Background: an optimization exercise with open tools, aiming at small area, a short achievable clock period and few clock cycles per item. Do not read the settings as production practice.
In this exercise RTL edits were held to simulation tests only and were not proved equivalent to the original.
Power is estimated from default activity; no workload was simulated.

## flow/design.v

```verilog
`default_nettype none
package rv_isa_pkg;
    localparam int XLEN     = 32;    
    localparam int REG_AW   = 5;     
    localparam int NUM_REGS = 32;    
    localparam logic [6:0] OP     = 7'b0110011;    
    localparam logic [6:0] OP_IMM = 7'b0010011;    
    localparam logic [6:0] LUI    = 7'b0110111;
    localparam logic [6:0] LOAD   = 7'b0000011;
    localparam logic [6:0] STORE  = 7'b0100011;
    localparam logic [2:0] F3_ADD_SUB = 3'b000;
    localparam logic [2:0] F3_SLL     = 3'b001;
    localparam logic [2:0] F3_SLT     = 3'b010;
    localparam logic [2:0] F3_SLTU    = 3'b011;
    localparam logic [2:0] F3_XOR     = 3'b100;
    localparam logic [2:0] F3_SR      = 3'b101;    
    localparam logic [2:0] F3_OR      = 3'b110;
    localparam logic [2:0] F3_AND     = 3'b111;
    localparam logic [2:0] F3_LW_SW   = 3'b010;    
    localparam logic [3:0] ALU_ADD    = 4'b0000;
    localparam logic [3:0] ALU_SLL    = 4'b0001;
    localparam logic [3:0] ALU_SLT    = 4'b0010;
    localparam logic [3:0] ALU_SLTU   = 4'b0011;
    localparam logic [3:0] ALU_XOR    = 4'b0100;
    localparam logic [3:0] ALU_SRL    = 4'b0101;
    localparam logic [3:0] ALU_OR     = 4'b0110;
    localparam logic [3:0] ALU_AND    = 4'b0111;
    localparam logic [3:0] ALU_SUB    = 4'b1000;
    localparam logic [3:0] ALU_SRA    = 4'b1101;
    localparam logic [3:0] ALU_PASS_B = 4'b1111;     
    localparam logic [31:0] NOP_INST = 32'h0000_0013;    
endpackage : rv_isa_pkg
`default_nettype wire
`default_nettype none
package rv_pipe_pkg;
    typedef struct packed {
        logic        valid;
        logic [31:0] inst;
        logic [31:0] pc;
    } if_id_t;
    typedef struct packed {
        logic        valid;
        logic [4:0]  rs1;         
        logic [4:0]  rs2;
        logic [4:0]  rd;
        logic        we;          
        logic        is_load;
        logic        is_store;
        logic [3:0]  alu_op;
        logic        use_imm;     
        logic [31:0] rs1_data;
        logic [31:0] rs2_data;
        logic [31:0] imm;
    } id_ex_t;
    typedef struct packed {
        logic        valid;
        logic [4:0]  rd;
        logic        we;
        logic        is_load;
        logic        is_store;
        logic [31:0] result;       
        logic [31:0] store_data;   
    } ex_ma_t;
    typedef struct packed {
        logic        we;
        logic [4:0]  rd;
        logic [31:0] data;
    } wb_t;
    localparam logic [1:0] FWD_NONE = 2'b00;
    localparam logic [1:0] FWD_MA   = 2'b01;
    localparam logic [1:0] FWD_WB   = 2'b10;
endpackage : rv_pipe_pkg
`default_nettype wire
`timescale 1ns/100ps
`default_nettype none
module rv_fetch #(
    parameter logic [31:0] RESET_PC = '0
) (
    input  logic                clk,
    input  logic                rst_n,
    input  logic                stall_all,     
    input  logic                hold_front,    
    input  logic                inst_ready,
    input  logic [31:0]         inst_data,
    output logic [31:0]         inst_addr,
    output logic                inst_rd_en,
    output rv_pipe_pkg::if_id_t if_id
);
    logic [31:0] pc;
    logic        rd_en_q;     
    logic        accept;      
    assign inst_addr  = pc;
    assign inst_rd_en = rd_en_q;
    assign accept     = rd_en_q && inst_ready;
    always_ff @(posedge clk or negedge rst_n) begin
        if (!rst_n) begin
            pc          <= RESET_PC;
            rd_en_q     <= 1'b0;
            if_id.valid <= 1'b0;
            if_id.inst  <= rv_isa_pkg::NOP_INST;
            if_id.pc    <= RESET_PC;
        end else begin
            rd_en_q <= 1'b1;                        
            if (!stall_all && !hold_front) begin
                if (accept) begin
                    if_id.valid <= 1'b1;
                    if_id.inst  <= inst_data;
                    if_id.pc    <= pc;
                    pc          <= pc + 32'd4;      
                end else begin
                    if_id.valid <= 1'b0;            
                    if_id.inst  <= rv_isa_pkg::NOP_INST;
                end
            end
        end
    end
endmodule
`default_nettype wire
`timescale 1ns/100ps
`default_nettype none
module rv_decode (
    input  logic                clk,
    input  logic                rst_n,
    input  logic                stall_all,
    input  logic                hold_front,    
    input  rv_pipe_pkg::if_id_t if_id,
    input  rv_pipe_pkg::wb_t    wb,            
    output rv_pipe_pkg::id_ex_t id_ex
);
    logic [31:0]         regs [rv_isa_pkg::NUM_REGS];    
    logic [31:0]         inst;
    logic [4:0]          rs1;
    logic [4:0]          rs2;
    logic [2:0]          f3;
    rv_pipe_pkg::id_ex_t dec;
    assign inst = if_id.inst;
    assign rs1  = inst[19:15];
    assign rs2  = inst[24:20];
    assign f3   = inst[14:12];
    always_ff @(posedge clk) begin
        if (wb.we && wb.rd != '0)
            regs[wb.rd] <= wb.data;
    end
    function automatic logic [31:0] rf_read(input logic [4:0] idx);
        if (idx == '0)
            rf_read = '0;
        else if (wb.we && wb.rd == idx)
            rf_read = wb.data;                      
        else
            rf_read = regs[idx];
    endfunction
    always_comb begin
        dec          = '0;
        dec.valid    = if_id.valid;
        dec.rd       = inst[11:7];
        dec.rs1      = rs1;
        dec.rs2      = rs2;
        dec.rs1_data = rf_read(rs1);
        dec.rs2_data = rf_read(rs2);
        case (inst[6:0])
            rv_isa_pkg::OP: begin
                dec.we     = 1'b1;
                dec.alu_op = {inst[30] && (f3 == rv_isa_pkg::F3_ADD_SUB || f3 == rv_isa_pkg::F3_SR), f3};
            end
            rv_isa_pkg::OP_IMM: begin
                dec.we      = 1'b1;
                dec.use_imm = 1'b1;
                dec.rs2     = '0;                   
                dec.imm     = {{20{inst[31]}}, inst[31:20]};
                dec.alu_op  = {inst[30] && f3 == rv_isa_pkg::F3_SR, f3};    
            end
            rv_isa_pkg::LUI: begin
                dec.we      = 1'b1;
                dec.use_imm = 1'b1;
                dec.rs1     = '0;
                dec.rs2     = '0;
                dec.imm     = {inst[31:12], 12'b0};
                dec.alu_op  = rv_isa_pkg::ALU_PASS_B;
            end
            rv_isa_pkg::LOAD: begin
                dec.valid   = if_id.valid && f3 == rv_isa_pkg::F3_LW_SW;
                dec.we      = 1'b1;
                dec.is_load = 1'b1;
                dec.use_imm = 1'b1;
                dec.rs2     = '0;
                dec.imm     = {{20{inst[31]}}, inst[31:20]};
                dec.alu_op  = rv_isa_pkg::ALU_ADD;    
            end
            rv_isa_pkg::STORE: begin
                dec.valid    = if_id.valid && f3 == rv_isa_pkg::F3_LW_SW;
                dec.is_store = 1'b1;
                dec.use_imm  = 1'b1;
                dec.rd       = '0;
                dec.imm      = {{20{inst[31]}}, inst[31:25], inst[11:7]};
                dec.alu_op   = rv_isa_pkg::ALU_ADD;
            end
            default: dec.valid = 1'b0;              
        endcase
        if (!dec.valid) begin
            dec.we       = 1'b0;
            dec.is_load  = 1'b0;
            dec.is_store = 1'b0;
        end
    end
    always_ff @(posedge clk or negedge rst_n) begin
        if (!rst_n)
            id_ex <= '0;
        else if (!stall_all)
            id_ex <= hold_front ? '0 : dec;         
    end
endmodule
`default_nettype wire
`timescale 1ns/100ps
`default_nettype none
module rv_execute (
    input  logic                clk,
    input  logic                rst_n,
    input  logic                stall_all,
    input  rv_pipe_pkg::id_ex_t id_ex,
    input  logic [1:0]          fwd_a,
    input  logic [1:0]          fwd_b,
    output rv_pipe_pkg::ex_ma_t ex_ma,       
    input  rv_pipe_pkg::wb_t    wb
);
    logic [31:0] op_a;
    logic [31:0] rs2_val;    
    logic [31:0] op_b;
    logic [31:0] alu_res;
    function automatic logic [31:0] fwd_mux(input logic [1:0] sel, input logic [31:0] reg_val);
        case (sel)
            rv_pipe_pkg::FWD_MA: fwd_mux = ex_ma.result;    
            rv_pipe_pkg::FWD_WB: fwd_mux = wb.data;
            default:             fwd_mux = reg_val;
        endcase
    endfunction
    assign op_a    = fwd_mux(fwd_a, id_ex.rs1_data);
    assign rs2_val = fwd_mux(fwd_b, id_ex.rs2_data);
    assign op_b    = id_ex.use_imm ? id_ex.imm : rs2_val;
    always_comb begin
        case (id_ex.alu_op)
            rv_isa_pkg::ALU_ADD:    alu_res = op_a + op_b;
            rv_isa_pkg::ALU_SUB:    alu_res = op_a - op_b;
            rv_isa_pkg::ALU_SLL:    alu_res = op_a << op_b[4:0];
            rv_isa_pkg::ALU_SLT:    alu_res = {31'b0, $signed(op_a) < $signed(op_b)};
            rv_isa_pkg::ALU_SLTU:   alu_res = {31'b0, op_a < op_b};
            rv_isa_pkg::ALU_XOR:    alu_res = op_a ^ op_b;
            rv_isa_pkg::ALU_SRL:    alu_res = op_a >> op_b[4:0];
            rv_isa_pkg::ALU_SRA:    alu_res = $unsigned($signed(op_a) >>> op_b[4:0]);
            rv_isa_pkg::ALU_OR:     alu_res = op_a | op_b;
            rv_isa_pkg::ALU_AND:    alu_res = op_a & op_b;
            rv_isa_pkg::ALU_PASS_B: alu_res = op_b;             
            default:                alu_res = '0;
        endcase
    end
    always_ff @(posedge clk or negedge rst_n) begin
        if (!rst_n) begin
            ex_ma <= '0;
        end else if (!stall_all) begin
            ex_ma.valid      <= id_ex.valid;
            ex_ma.rd         <= id_ex.rd;
            ex_ma.we         <= id_ex.we;
            ex_ma.is_load    <= id_ex.is_load;
            ex_ma.is_store   <= id_ex.is_store;
            ex_ma.result     <= alu_res;
            ex_ma.store_data <= rs2_val;
        end
    end
endmodule
`default_nettype wire
`timescale 1ns/100ps
`default_nettype none
module rv_mem_access (
    input  logic                clk,
    input  logic                rst_n,
    input  logic                stall_all,     
    input  rv_pipe_pkg::ex_ma_t ex_ma,
    input  logic [31:0]         data_rd,
    output logic [31:0]         data_addr,
    output logic [31:0]         data_wr,
    output logic                data_rd_en,
    output logic                data_wr_en,
    output rv_pipe_pkg::wb_t    wb
);
    logic        wb_we;
    logic [4:0]  wb_rd;
    logic        wb_load;      
    logic [31:0] wb_alu;
    logic [31:0] wb_ld_data;
    assign data_addr  = ex_ma.result;
    assign data_wr    = ex_ma.store_data;
    assign data_rd_en = ex_ma.valid && ex_ma.is_load;
    assign data_wr_en = ex_ma.valid && ex_ma.is_store;
    always_ff @(posedge clk or negedge rst_n) begin
        if (!rst_n) begin
            wb_we   <= 1'b0;
            wb_rd   <= '0;
            wb_load <= 1'b0;
        end else if (!stall_all) begin
            wb_we   <= ex_ma.we;
            wb_rd   <= ex_ma.rd;
            wb_load <= ex_ma.is_load;
        end
    end
    always_ff @(posedge clk) begin
        if (!stall_all) begin
            wb_alu     <= ex_ma.result;
            wb_ld_data <= data_rd;                  
        end
    end
    assign wb.we   = wb_we;
    assign wb.rd   = wb_rd;
    assign wb.data = wb_load ? wb_ld_data : wb_alu;
endmodule
`default_nettype wire
`timescale 1ns/100ps
`default_nettype none
module rv_hazard (
    input  rv_pipe_pkg::if_id_t if_id,
    input  rv_pipe_pkg::id_ex_t id_ex,
    input  rv_pipe_pkg::ex_ma_t ex_ma,
    input  rv_pipe_pkg::wb_t    wb,
    input  logic                inst_ready,
    input  logic                data_ready,
    output logic                stall_all,
    output logic                hold_front,
    output logic [1:0]          fwd_a,
    output logic [1:0]          fwd_b
);
    logic [4:0] id_rs1;
    logic [4:0] id_rs2;
    logic       data_wait;
    assign id_rs1 = if_id.inst[19:15];
    assign id_rs2 = if_id.inst[24:20];
    assign data_wait = (ex_ma.valid && (ex_ma.is_load || ex_ma.is_store)) && !data_ready;
    assign stall_all = data_wait;
    assign hold_front = id_ex.we && id_ex.is_load && id_ex.rd != '0 &&
                        (id_ex.rd == id_rs1 || id_ex.rd == id_rs2);
    function automatic logic [1:0] pick(input logic [4:0] src);
        if (src == '0)
            pick = rv_pipe_pkg::FWD_NONE;
        else if (ex_ma.we && ex_ma.rd == src)
            pick = rv_pipe_pkg::FWD_MA;
        else if (wb.we && wb.rd == src)
            pick = rv_pipe_pkg::FWD_WB;
        else
            pick = rv_pipe_pkg::FWD_NONE;
    endfunction
    assign fwd_a = pick(id_ex.rs1);
    assign fwd_b = pick(id_ex.rs2);
endmodule
`default_nettype wire
`timescale 1ns/100ps
`default_nettype none
module riscv_small #(
    parameter logic [31:0] RESET_PC = '0
) (
    input  logic        clk,
    input  logic        rst_n,
    input  logic        inst_ready,    
    input  logic [31:0] inst_data,
    output logic [31:0] inst_addr,
    output logic        inst_rd_en,
    input  logic        data_ready,    
    input  logic [31:0] data_rd,
    output logic        data_rd_en,
    output logic        data_wr_en,
    output logic [31:0] data_wr,
    output logic [31:0] data_addr
);
    rv_pipe_pkg::if_id_t if_id;
    rv_pipe_pkg::id_ex_t id_ex;
    rv_pipe_pkg::ex_ma_t ex_ma;
    rv_pipe_pkg::wb_t    wb;
    logic                stall_all;
    logic                hold_front;
    logic [1:0]          fwd_a;
    logic [1:0]          fwd_b;
    rv_fetch #(.RESET_PC(RESET_PC)) u_fetch (
        .clk        (clk),
        .rst_n      (rst_n),
        .stall_all  (stall_all),
        .hold_front (hold_front),
        .inst_ready (inst_ready),
        .inst_data  (inst_data),
        .inst_addr  (inst_addr),
        .inst_rd_en (inst_rd_en),
        .if_id      (if_id)
    );
    rv_decode u_decode (
        .clk(clk), .rst_n(rst_n), .stall_all(stall_all), .hold_front(hold_front),
        .if_id(if_id), .wb(wb), .id_ex(id_ex)
    );
    rv_execute u_execute (
        .clk(clk), .rst_n(rst_n), .stall_all(stall_all), .id_ex(id_ex),
        .fwd_a(fwd_a), .fwd_b(fwd_b), .ex_ma(ex_ma), .wb(wb)
    );
    rv_mem_access u_mem_access (
        .clk        (clk),
        .rst_n      (rst_n),
        .stall_all  (stall_all),
        .ex_ma      (ex_ma),
        .data_rd    (data_rd),
        .data_addr  (data_addr),
        .data_wr    (data_wr),
        .data_rd_en (data_rd_en),
        .data_wr_en (data_wr_en),
        .wb         (wb)           
    );
    rv_hazard u_hazard (
        .if_id(if_id), .id_ex(id_ex), .ex_ma(ex_ma), .wb(wb),
        .inst_ready(inst_ready), .data_ready(data_ready),
        .stall_all(stall_all), .hold_front(hold_front), .fwd_a(fwd_a), .fwd_b(fwd_b)
    );
endmodule
`default_nettype wire
```

## flow/run.sh

```bash
#!/bin/bash
# synth_recipe.tcl (not shown) runs the flow's synth.tcl, then flattens the netlist and writes it again
# the make line also repeats each setting of config.mk as NAME=value (left out here)
make -C /OpenROAD-flow-scripts/flow DESIGN_CONFIG=/design/flow/config.mk WORK_HOME=/design/flow/orfs CLKGATE_MAP_FILE= SYNTH_SCRIPT=/design/flow/synth_recipe.tcl finish
```

## flow/constraint.sdc

```tcl
create_clock -name core_clock -period 8.0 [get_ports {clk}]
set_input_delay 1.6000 -clock core_clock [delete_from_list [all_inputs] [get_ports {clk}]]
set_output_delay 1.6000 -clock core_clock [all_outputs]
set_load 0.01 [all_outputs]
```

## flow/config.mk

```make
export PLATFORM = sky130hd
export DESIGN_NAME = riscv_small
export DESIGN_NICKNAME = riscv_small
export VERILOG_FILES = /design/flow/design.v
export SDC_FILE = /design/flow/constraint.sdc
export NUM_CORES = 4
export LEC_CHECK = 0
export CAP_MARGIN = 20
export CORE_MARGIN = 2
export CORE_UTILIZATION = 40
export SLEW_MARGIN = 20
```

==> results.txt <==
-- per-layer routing --
layer	up-vias	wire [µm]
li1	20400	-
met1	26000	104000
met2	2947	122000
met3	709	25400
met4	12	14300
met5	-	95
-- state kept, by name, summed over array words and instances (netlist names) --
signal / cells
u_mem_access.wb_ld_data: 32
u_fetch.rd_en_q: 1
u_mem_access.wb_we: 1
u_fetch.pc: 30
u_decode.id_ex: 120
u_mem_access.wb_rd: 5
u_decode.regs: 1024
u_execute.ex_ma: 73
u_fetch.if_id: 33
u_mem_access.wb_load: 1
u_mem_access.wb_alu: 32
-- cell type report --
class | instances | area (µm²) | share of cell area (%)
inverters | 108 | 413 | 0.516
clock buffers | 201 | 4130 | 5.16
diodes | 1 | 2.50 | 0.00313
repair buffers | 304 | 2850 | 3.56
clock inverters | 76 | 691 | 0.864
flip-flops and latches | 1352 | 39300 | 49.2
multi-input cells | 3244 | 29600 | 37.1
well taps | 2340 | 2930 | 3.66
-- Yosys cell counts (35+ instances only) --
library cell | instances | area (µm²)
edfxtp_1 | 1088 | 32700
mux4_2 | 479 | 10800
nand2_1 | 375 | 1410
mux2i_1 | 328 | 3280
a21oi_1 | 326 | 1630
nor2_1 | 268 | 1010
dfrtp_1 | 261 | 6530
o21ai_0 | 261 | 1310
clkbuf_1 | 256 | 961
ha_1 | 103 | 1290
a221oi_1 | 101 | 885
inv_1 | 101 | 379
a22oi_1 | 80 | 601
buf_1 | 80 | 300
nor3_1 | 74 | 370
buf_4 | 70 | 526
xnor2_1 | 59 | 517
mux2_2 | 58 | 653
a22o_1 | 57 | 499
buf_2 | 53 | 265
o22ai_1 | 51 | 319
a221o_1 | 40 | 400
nand3_1 | 37 | 185
nor2b_1 | 36 | 225
o21bai_1 | 35 | 263
xor2_1 | 35 | 307
-- power by group through the flow --
stage	clock [mW]	sequential (mW)	combinational, mW
after detailed placement	0	9.33	4.76
final	6.85	9.21	4.90
after global routing	7.20	9.21	5.11
after floorplan	0	8.96	2.85
after global placement	0	9.33	4.75
after CTS	6.93	9.18	4.77
-- per-stage QoR --
stage	hold WS [ps]	power, mW
floorplan	435	11.8
global placement	452	14.1
detailed placement	463	14.1
CTS	472	20.9
global route	489	21.5
finish	471	21.0
-- cells by family after synthesis --
family	after synthesis
AO/OA/AOI/OAI	1223
XOR/XNOR	94
adder cells (fa/ha/maj)	105
buffers and inverters	571
flip-flops	1352
multiplexers	881
other	2
AND/OR/NAND/NOR	906
-- critical path: stages, from the launching register on --
cell and delay (ps):
dfrtp_1 710, xor2_1 130, nor3_1 250, nand3_1 110
nor3_1 340, ha_2 540, inv_1 380, o21ai_0 180
o21ai_0 730, inv_1 200, ha_1 470, nor2_1 70
or3_1 380, a21oi_1 320, nor4_1 110, o311ai_0 650
o311a_1 470, a21boi_0 190, o31ai_1 450, a21oi_1 120
a211o_1 240
-- final timing paths --
kind	from	end	slack, ps
worst max register to register	u_mem_access.wb_rd[3]	u_execute.ex_ma[32]	820
worst min register to register	u_fetch.if_id[32]	u_fetch.if_id[32]	470
min in group asynchronous	rst_n	u_execute.ex_ma[47]	820
worst max-delay path	u_mem_access.wb_rd[3]	u_execute.ex_ma[32]	820
worst min-delay path	u_fetch.if_id[32]	u_fetch.if_id[32]	470
max in group asynchronous	rst_n	u_decode.id_ex[49]	5870
==> run_results.csv <==
group,metric,value,unit
worst_setup_path,crit_type,"reg -> reg",
sta,finalHoldViolCount,0,
pwr,p_comb_share,23.4,%
pwr,p_sw,6.95,mW
clock_tree,clkLatencyLatePin,810,ps
die,fp-row-count,154,
synthesis,netlist_area,71000,µm²
min_path,hp-class,"reg -> reg",
worst_setup_path,required,8700,ps
die,dieArea,181000,µm²
placement,hpwl,168000,µm
synthesis,synth_edf_count,1088,
synthesis,async_flop_share,19.5,%
sta,tightest_slew,1210,ps
min_path,worstHoldPathCells,2,
worst_setup_path,r2r_cells,20,
clock_tree,cts_resized,0,
final_layout,drive_above_1_share,19.0,%
grt,grt_overflow,0,
die,core_area,176000,µm²
worst_setup_path,startpoint_type,"flip-flop",
final_layout,fin_util,45.4,%
final_layout,final_nets,5334,
pwr,p_seq_share,44.0,%
clock_tree,root_buffer,"clkbuf_16",
final_layout,final_area,80000,µm²
sta,finalCritPeriodShare,89.7,%
pwr,power_per_cell_area,262,nW/µm²
grt,antenna_found_initial,11,
placement,place_inst,7348,
final_layout,stdcell_count,7626,
sta,period_minus_slack,7180,ps
pwr,irDropWorstVdd,0.152,mV
synthesis,ys_ff_latch,1352,
pwr,switching_share,33.1,%
sta,fin_skew,40.8,ps
clock_tree,cts_tree,"done",
synthesis,synth_ff_type,"edfxtp_1",
final_layout,fillerInstances,15600,
grt,met1_usage,39.4,%
drt,via_per_inst,6.57,
grt,met3_usage,5.63,%
worst_setup_path,worst_ep_arrival_time,7880,ps
sta,setup_viol,0,
placement,dp_slack,1120,ps
die,initial_utilization,40.3,%
clock_tree,numCtsBuffers,151,
sta,drv_slew,0,
pwr,clkPwrFrac,32.7,%
clock_tree,hold_buffers,0,
flow_run,maxCapViolations,0,
drt,antenna_left,0,
clock_tree,clock-sinks,1352,
synthesis,ys.warnings.count,5,
grt,grt_first_pass_wirelength,373000,µm
die,ioPinCount,167,
worst_setup_path,crit_fanout,32,
placement,dpl_cell_area,75200,µm²
final_layout,areaGrowthSynthToFinish,12.7,%
placement,gp_congestion,1.03,
grt,top_usage_layer,"met2",
synthesis,synthXorXnorAreaFrac,1.16,%
drt,drt_pass1_iterations,7,
grt,grt_max_degree,124,
placement,io_buffer_count,164,
sta,rsz0062_at_grt,"no",
synthesis,synth_compound_area_share,11.4,%
final_layout,final_common_cell,"edfxtp_1",
grt,grt_pass1_vias,48800,
clock_tree,clkSlewWorstSetupHoldPaths,70,ps
synthesis,synthAdderAreaFrac,1.87,%
grt,grtUsageTotal,29.0,%
synthesis,synthSimpleGateAreaFrac,5.57,%
outcome,run_status,"complete, no violations",
synthesis,synth.mux.area_fraction,21.1,%
synthesis,yosysSeqAreaShare,55.3,%
drt,drt_iter0_markers,7522,
pwr,p_int,14.0,mW
drt,num_vias,50100,
worst_setup_path,critPathCaptureType,"flip-flop",
die,die_h,425,µm
clock_tree,clk_path_buf_depth,3,
synthesis,netlist_instances,5134,
clock_tree,post-cts-setup-buffers,0,
synthesis,synth_cell_types,90,
drt,wl,266000,µm
drt,wl_per_cell,34.9,µm
drt,drc,0,
sta,max_freq,139,MHz
clock_tree,htreeDepth,4,
final_layout,final_cell_mix,"edfxtp_1, mux4_2, nand2_1",
pwr,p_leak,27.0,nW
sta,worst_slack,823,ps
die,die_w,425,µm
synthesis,avgSynthCellArea,13.8,µm²
synthesis,synth_top_family_by_area,"multiplexers",
sta,fin_setup_tns,0,ps
grt,grt_use_met2,44.8,%
sta,relSlewSlack,19.4,%
Testbench counts, summed over its fixed seeds: cycles 16,309, insts 11,832.

[re-timing with driven ports]
Ports are ideal in the flow. The routed layout listed here was re-timed in OpenROAD.
Step 1 assumes that a clkbuf_16 drives the clock port and a buf_2 every other input.
Step 2, shift: input delay + t, output delay - t, t = (earliest + latest rising clock arrival at the registers) / 2. This alone moves slack from input paths to output paths.
Three values: ideal, step 1, step 2; two values: the first two.
t, ns: 0.882
setup WS [ns]: 0.823 / 0.823 / 0.823
worst setup path at the end: register to register
worst register clock-pin slew, ns: 0.07 / 0.07
worst data-port slew with drivers (ns): 0.07
After both steps this run still meets setup and hold. The setup slack of this run moves by 0.000 ns with the drivers and by 0.000 ns with both steps.
